What follows belongs to an exercise in optimizing a design on an open flow for small area, a short achievable clock period and few clock cycles; a production flow would make more cautious choices. In this exercise RTL edits were held to simulation tests only and were not proved equivalent to the original. Power is estimated from default activity; no workload was simulated.

==> inputs of try-ember <==
// integer_alu
module integer_alu
#(
    parameter int         DATA_W  = 64,
    parameter logic [3:0] UNIT_ID = exe_pkg::IntegerAluEn
) (
    input  logic                Clk,
    input  logic                nReset,
    input  logic [15:0]         address,
    input  logic [7:0]          opcode,
    input  logic                nRead,
    input  logic                nWrite,
    input  logic [2*DATA_W-1:0] ExeDataOut,
    output logic [DATA_W-1:0]   IntDataOut,
    output logic                IntBusy,
    output logic                IntDivZero
);
==> flow/config.mk <==
export PLATFORM = sky130hd
export DESIGN_NAME = integer_alu
export DESIGN_NICKNAME = integer_alu
export VERILOG_FILES = /design/flow/design.v
export SDC_FILE = /design/flow/constraint.sdc
export NUM_CORES = 4
export LEC_CHECK = 0
export CAP_MARGIN = 20
export CORE_MARGIN = 2
export CORE_UTILIZATION = 40
export PLACE_DENSITY = 0.6
export SETUP_SLACK_MARGIN = 2.5
export SLEW_MARGIN = 20
export TNS_END_PERCENT = 0
==> flow/constraint.sdc <==
create_clock -name core_clock -period 6.5 [get_ports {Clk}]
set_input_delay 1.3000 -clock core_clock [delete_from_list [all_inputs] [get_ports {Clk}]]
set_output_delay 1.3000 -clock core_clock [all_outputs]
set_load 0.01 [all_outputs]
standard.sh (not shown) runs the stock make flow with config.mk's settings and CLKGATE_MAP_FILE= SYNTH_SCRIPT=/design/flow/synth_recipe.tcl, a recipe that flattens the netlist after the stock synthesis.
==> flow/flow/run.sh <==
#!/bin/bash
set -euo pipefail
bash standard.sh "BUFFER_PORTS_ARGS=-buffer_cell sky130_fd_sc_hd__buf_1" finish > standard.log 2>&1
==> try-nickel: changes against try-ember <==
==> flow/design.v (replaced) <==
package exe_pkg;
    localparam int BUS_W = 256;
    localparam logic [3:0] MainMemEn    = 4'd1;
    localparam logic [3:0] MatrixAluEn  = 4'd2;
    localparam logic [3:0] IntegerAluEn = 4'd3;
    localparam logic [3:0] ExecuteEn    = 4'd4;
    localparam logic [7:0] MMult1     = 8'h00;
    localparam logic [7:0] MAdd       = 8'h01;
    localparam logic [7:0] MSub       = 8'h02;
    localparam logic [7:0] MTranspose = 8'h03;
    localparam logic [7:0] MScale     = 8'h04;
    localparam logic [7:0] MScaleImm  = 8'h05;
    localparam logic [7:0] IntAdd     = 8'h10;
    localparam logic [7:0] IntSub     = 8'h11;
    localparam logic [7:0] IntMult    = 8'h12;
    localparam logic [7:0] IntDiv     = 8'h13;
    localparam logic [7:0] STOP       = 8'hFF;
    typedef enum logic [1:0] {IDLE, CALC, DONE} alu_state_t;
    typedef enum logic {MD_MULT, MD_DIV} md_mode_t;
endpackage
module integer_alu
#(
    parameter int         DATA_W  = 64,
    parameter logic [3:0] UNIT_ID = exe_pkg::IntegerAluEn
) (
    input  logic                Clk,
    input  logic                nReset,
    input  logic [15:0]         address,
    input  logic [7:0]          opcode,
    input  logic                nRead,
    input  logic                nWrite,
    input  logic [2*DATA_W-1:0] ExeDataOut,
    output logic [DATA_W-1:0]   IntDataOut,
    output logic                IntBusy,
    output logic                IntDivZero
);
    localparam int AW = DATA_W + 1;         
    localparam int LG = $clog2(AW);
    localparam int NB = DATA_W / 4;         
    logic [DATA_W-1:0] x_q, y_q, p_q;
    logic              y64_q;               
    logic              s_first_q, s_mul_q, s_div_q;
    logic [1:0]        op_q;                
    logic              known_q;             
    logic              busy_q, dz_q;
    logic              xz_q;                
    logic              yhz_q;               
    logic [6:0]        cnt_q;               
    logic              a_p_q, a_s1_q;
    logic              b_one_q, b_two_q, inv_q;
    logic              accept, unused_bus;
    logic [DATA_W-1:0] in_a, in_b, in_m;
    logic [DATA_W/8-1:0] nz_a, nz_b, th_a, th_b;
    logic              c_mul, c_swap;
    logic [AW-1:0]     op_a, op_b, sum;
    logic              neg;
    logic              f_div_go;
    logic [DATA_W-1:0] r8;
    logic [NB-1:0]     nz_r, nz_d, hi_d;
    logic              skip;
    logic [6:0]        cnt_d;
    assign accept     = (address[15:12] == UNIT_ID) && !nWrite && !busy_q;
    assign unused_bus = ^{nRead, address[11:0]};
    assign in_a  = ExeDataOut[DATA_W-1:0];
    assign in_b  = ExeDataOut[2*DATA_W-1:DATA_W];
    assign c_mul = (opcode == exe_pkg::IntMult);
    for (genvar k = 0; k < DATA_W/8; k++) begin : g_nz
        assign nz_a[k] = |in_a[8*k+7:8*k];
        assign nz_b[k] = |in_b[8*k+7:8*k];
        assign th_a[k] = |nz_a[DATA_W/8-1:k];
        assign th_b[k] = |nz_b[DATA_W/8-1:k];
    end
    assign c_swap = |(th_b & ~th_a);
    assign in_m   = c_swap ? in_a : in_b;
    assign op_a = ({AW{a_p_q}}  & {1'b0, p_q})
                | ({AW{a_s1_q}} & {y_q, p_q[DATA_W-1]});
    assign op_b = (({AW{b_one_q}} & {1'b0, x_q})
                |  ({AW{b_two_q}} & {1'b0, x_q[DATA_W-2:0], 1'b0})) ^ {AW{inv_q}};
    logic [AW-1:0] pg_g [0:LG];
    logic [AW-1:0] pg_p [0:LG];
    assign pg_g[0] = (op_a & op_b) | {{(AW-1){1'b0}}, (op_a[0] ^ op_b[0]) & inv_q};
    assign pg_p[0] = op_a ^ op_b;
    for (genvar l = 0; l < LG; l++) begin : g_lvl
        for (genvar i = 0; i < AW; i++) begin : g_bit
            if ((i >> l) & 1) begin : g_op
                localparam int J = ((i >> l) << l) - 1;
                assign pg_g[l+1][i] = pg_g[l][i] | (pg_p[l][i] & pg_g[l][J]);
                assign pg_p[l+1][i] = pg_p[l][i] & pg_p[l][J];
            end else begin : g_pass
                assign pg_g[l+1][i] = pg_g[l][i];
                assign pg_p[l+1][i] = pg_p[l][i];
            end
        end
    end
    assign sum = pg_p[0] ^ {pg_g[LG][AW-2:0], inv_q};
    assign neg = sum[AW-1];
    assign f_div_go = known_q && (op_q == 2'd3) && !xz_q && !neg;
    assign r8 = {y_q[DATA_W-9:0], p_q[DATA_W-1:DATA_W-8]};
    for (genvar k = 0; k < NB; k++) begin : g_nib
        assign nz_r[k] = |r8[4*k+3:4*k];
        assign nz_d[k] = |x_q[4*k+3:4*k];
        if (k == NB - 1) begin : g_top
            assign hi_d[k] = 1'b1;
        end else begin : g_low
            assign hi_d[k] = ~|nz_d[NB-1:k+1];
        end
    end
    assign skip  = inv_q && !y64_q && (y_q[DATA_W-1:DATA_W-8] == '0) && !cnt_q[6]
                && (cnt_q[5:3] != 3'd7) && !(|(nz_r & hi_d));
    assign cnt_d = cnt_q + (skip ? 7'd8 : 7'd1);
    always_ff @(posedge Clk) begin
        if (!nReset) begin
            busy_q    <= 1'b0;
            s_first_q <= 1'b0;
            s_mul_q   <= 1'b0;
            s_div_q   <= 1'b0;
            dz_q      <= 1'b0;
        end else begin
            if (accept) begin
                busy_q    <= 1'b1;
                s_first_q <= !c_mul;
                s_mul_q   <= c_mul;
                dz_q      <= 1'b0;
            end
            if (s_first_q) begin
                s_first_q <= 1'b0;
                s_div_q   <= f_div_go;
                busy_q    <= f_div_go;
                dz_q      <= known_q && (op_q == 2'd3) && xz_q;
            end
            if (s_mul_q && yhz_q) begin
                s_mul_q <= 1'b0;
                busy_q  <= 1'b0;
            end
            if (s_div_q && cnt_d[6]) begin
                s_div_q <= 1'b0;
                busy_q  <= 1'b0;
            end
        end
    end
    always_ff @(posedge Clk) begin
        if (accept) begin
            op_q    <= opcode[1:0];
            known_q <= (opcode[7:2] == 6'b000100);
            xz_q    <= (in_b == '0);
        end
        if (s_first_q) cnt_q <= '0;
        else if (s_div_q) cnt_q <= cnt_d;
    end
    always_ff @(posedge Clk) begin
        if (!busy_q) begin
            a_p_q   <= !c_mul;
            a_s1_q  <= 1'b0;
            b_one_q <= !c_mul || in_m[0];
            b_two_q <= c_mul && in_m[1] && !in_m[0];
            inv_q   <= c_mul ? in_m[1] : (opcode[1:0] != 2'd0);
        end else if (s_first_q) begin
            a_p_q   <= 1'b0;
            a_s1_q  <= 1'b1;
            inv_q   <= 1'b1;
        end else if (s_mul_q) begin
            a_p_q   <= 1'b1;
            b_one_q <= y_q[2] ^ y_q[1];
            b_two_q <= (y_q[3] & ~y_q[2] & ~y_q[1]) | (~y_q[3] & y_q[2] & y_q[1]);
            inv_q   <= y_q[3] & ~(y_q[2] & y_q[1]);
        end else if (s_div_q) begin
            inv_q   <= skip || !neg;
        end
    end
    always_ff @(posedge Clk) begin
        if (!nReset) begin
            p_q <= '0;
        end else if (accept) begin
            p_q <= in_a;
        end else if (s_first_q) begin
            if (known_q && !op_q[1]) p_q <= sum[DATA_W-1:0];
            else if (!f_div_go)      p_q <= {DATA_W{known_q && (op_q == 2'd3) && xz_q}};
        end else if (s_mul_q) begin
            p_q <= sum[DATA_W-1:0];
        end else if (s_div_q) begin
            p_q <= skip ? {p_q[DATA_W-9:0], 8'h00} : {p_q[DATA_W-2:0], !neg};
        end
    end
    always_ff @(posedge Clk) begin
        if (accept) begin
            x_q <= (c_mul && !c_swap) ? in_a : in_b;
        end else if (s_mul_q) begin
            x_q <= {x_q[DATA_W-3:0], 2'b00};
        end
    end
    always_ff @(posedge Clk) begin
        if (!busy_q) begin
            y_q   <= in_m;
            y64_q <= 1'b0;
            yhz_q <= (in_m[DATA_W-1:1] == '0);
        end else if (s_first_q) begin
            y_q   <= '0;
            y64_q <= 1'b0;
            yhz_q <= 1'b1;
        end else if (s_mul_q) begin
            y_q   <= {2'b00, y_q[DATA_W-1:2]};
            y64_q <= 1'b0;
            yhz_q <= (y_q[DATA_W-1:3] == '0);
        end else begin
            y_q   <= skip ? r8 : sum[DATA_W-1:0];
            y64_q <= skip ? 1'b0 : sum[DATA_W];
            yhz_q <= 1'b1;
        end
    end
    assign IntDataOut = p_q;
    assign IntBusy    = busy_q;
    assign IntDivZero = dz_q;
endmodule
==> flow/config.mk (replaced) <==
export PLATFORM = sky130hd
export DESIGN_NAME = integer_alu
export DESIGN_NICKNAME = integer_alu
export VERILOG_FILES = /design/flow/design.v
export SDC_FILE = /design/flow/constraint.sdc
export NUM_CORES = 4
export LEC_CHECK = 0
export CAP_MARGIN = 20
export CORE_MARGIN = 2
export CORE_UTILIZATION = 60
export CTS_BUF_LIST = sky130_fd_sc_hd__clkbuf_8
export PLACE_DENSITY = 0.75
export SETUP_SLACK_MARGIN = 2.5
export SLEW_MARGIN = 20
export TNS_END_PERCENT = 0
==> results.txt <==
- In try-nickel the critical path depth is higher than in try-ember, by 2.
- Against try-ember, the clock power of try-nickel is smaller by about 8%.
- Synthesized cell count: try-nickel is smaller than try-ember (0.62%).
- In try-ember the clock skew is lower than in try-nickel, by 0.0016 ns.
- Against try-ember, the synthesized area of try-nickel is smaller by about 3.4%.
- Of try-ember and try-nickel, try-ember has the higher cell count (gap 5.9%, measured against try-nickel).
- In try-ember the fmax is smaller than in try-nickel, by 9.1%.
- Of try-ember and try-nickel, try-ember has the higher die area (gap about 54%, measured against try-nickel).
- Of try-ember and try-nickel, try-nickel has the higher worst setup slack (gap 0.40 ns).
Testbench counts of try-ember, summed over its fixed seeds: cycles 19,096.
Testbench counts of try-nickel, summed over its fixed seeds: cycles 19,096.

[what the ideal ports hide]
How much do the figures lean on ideal ports? The routed layouts below were timed once more, with nothing changed but the port constraints. Step 1 sets driving cells, clkbuf_16 on the clock port and buf_2 on the other inputs (assumed; they add their load-dependent delay and slew). Step 2 moves the port delays by t, midway between the first and last clock arrival at a register: inputs arrive t later, outputs are due t later. That takes back most of the time a late clock gives input paths. Three values: ideal, step 1, step 2; two values: the first two.
| run | shift t [ns] | setup WS [ns] | worst data-port slew with drivers (ns) |
|---|---|---|---|
| try-ember | 0.626 | 2.051 / 2.064 / 1.457 | 0.06 |
| try-nickel | 0.622 | 2.456 / 2.456 / 1.939 | 0.06 |
After both steps every run listed still meets setup and hold. For try-ember, which loses most, drivers alone change the setup slack by +0.013 ns; drivers and shift together by -0.594 ns.
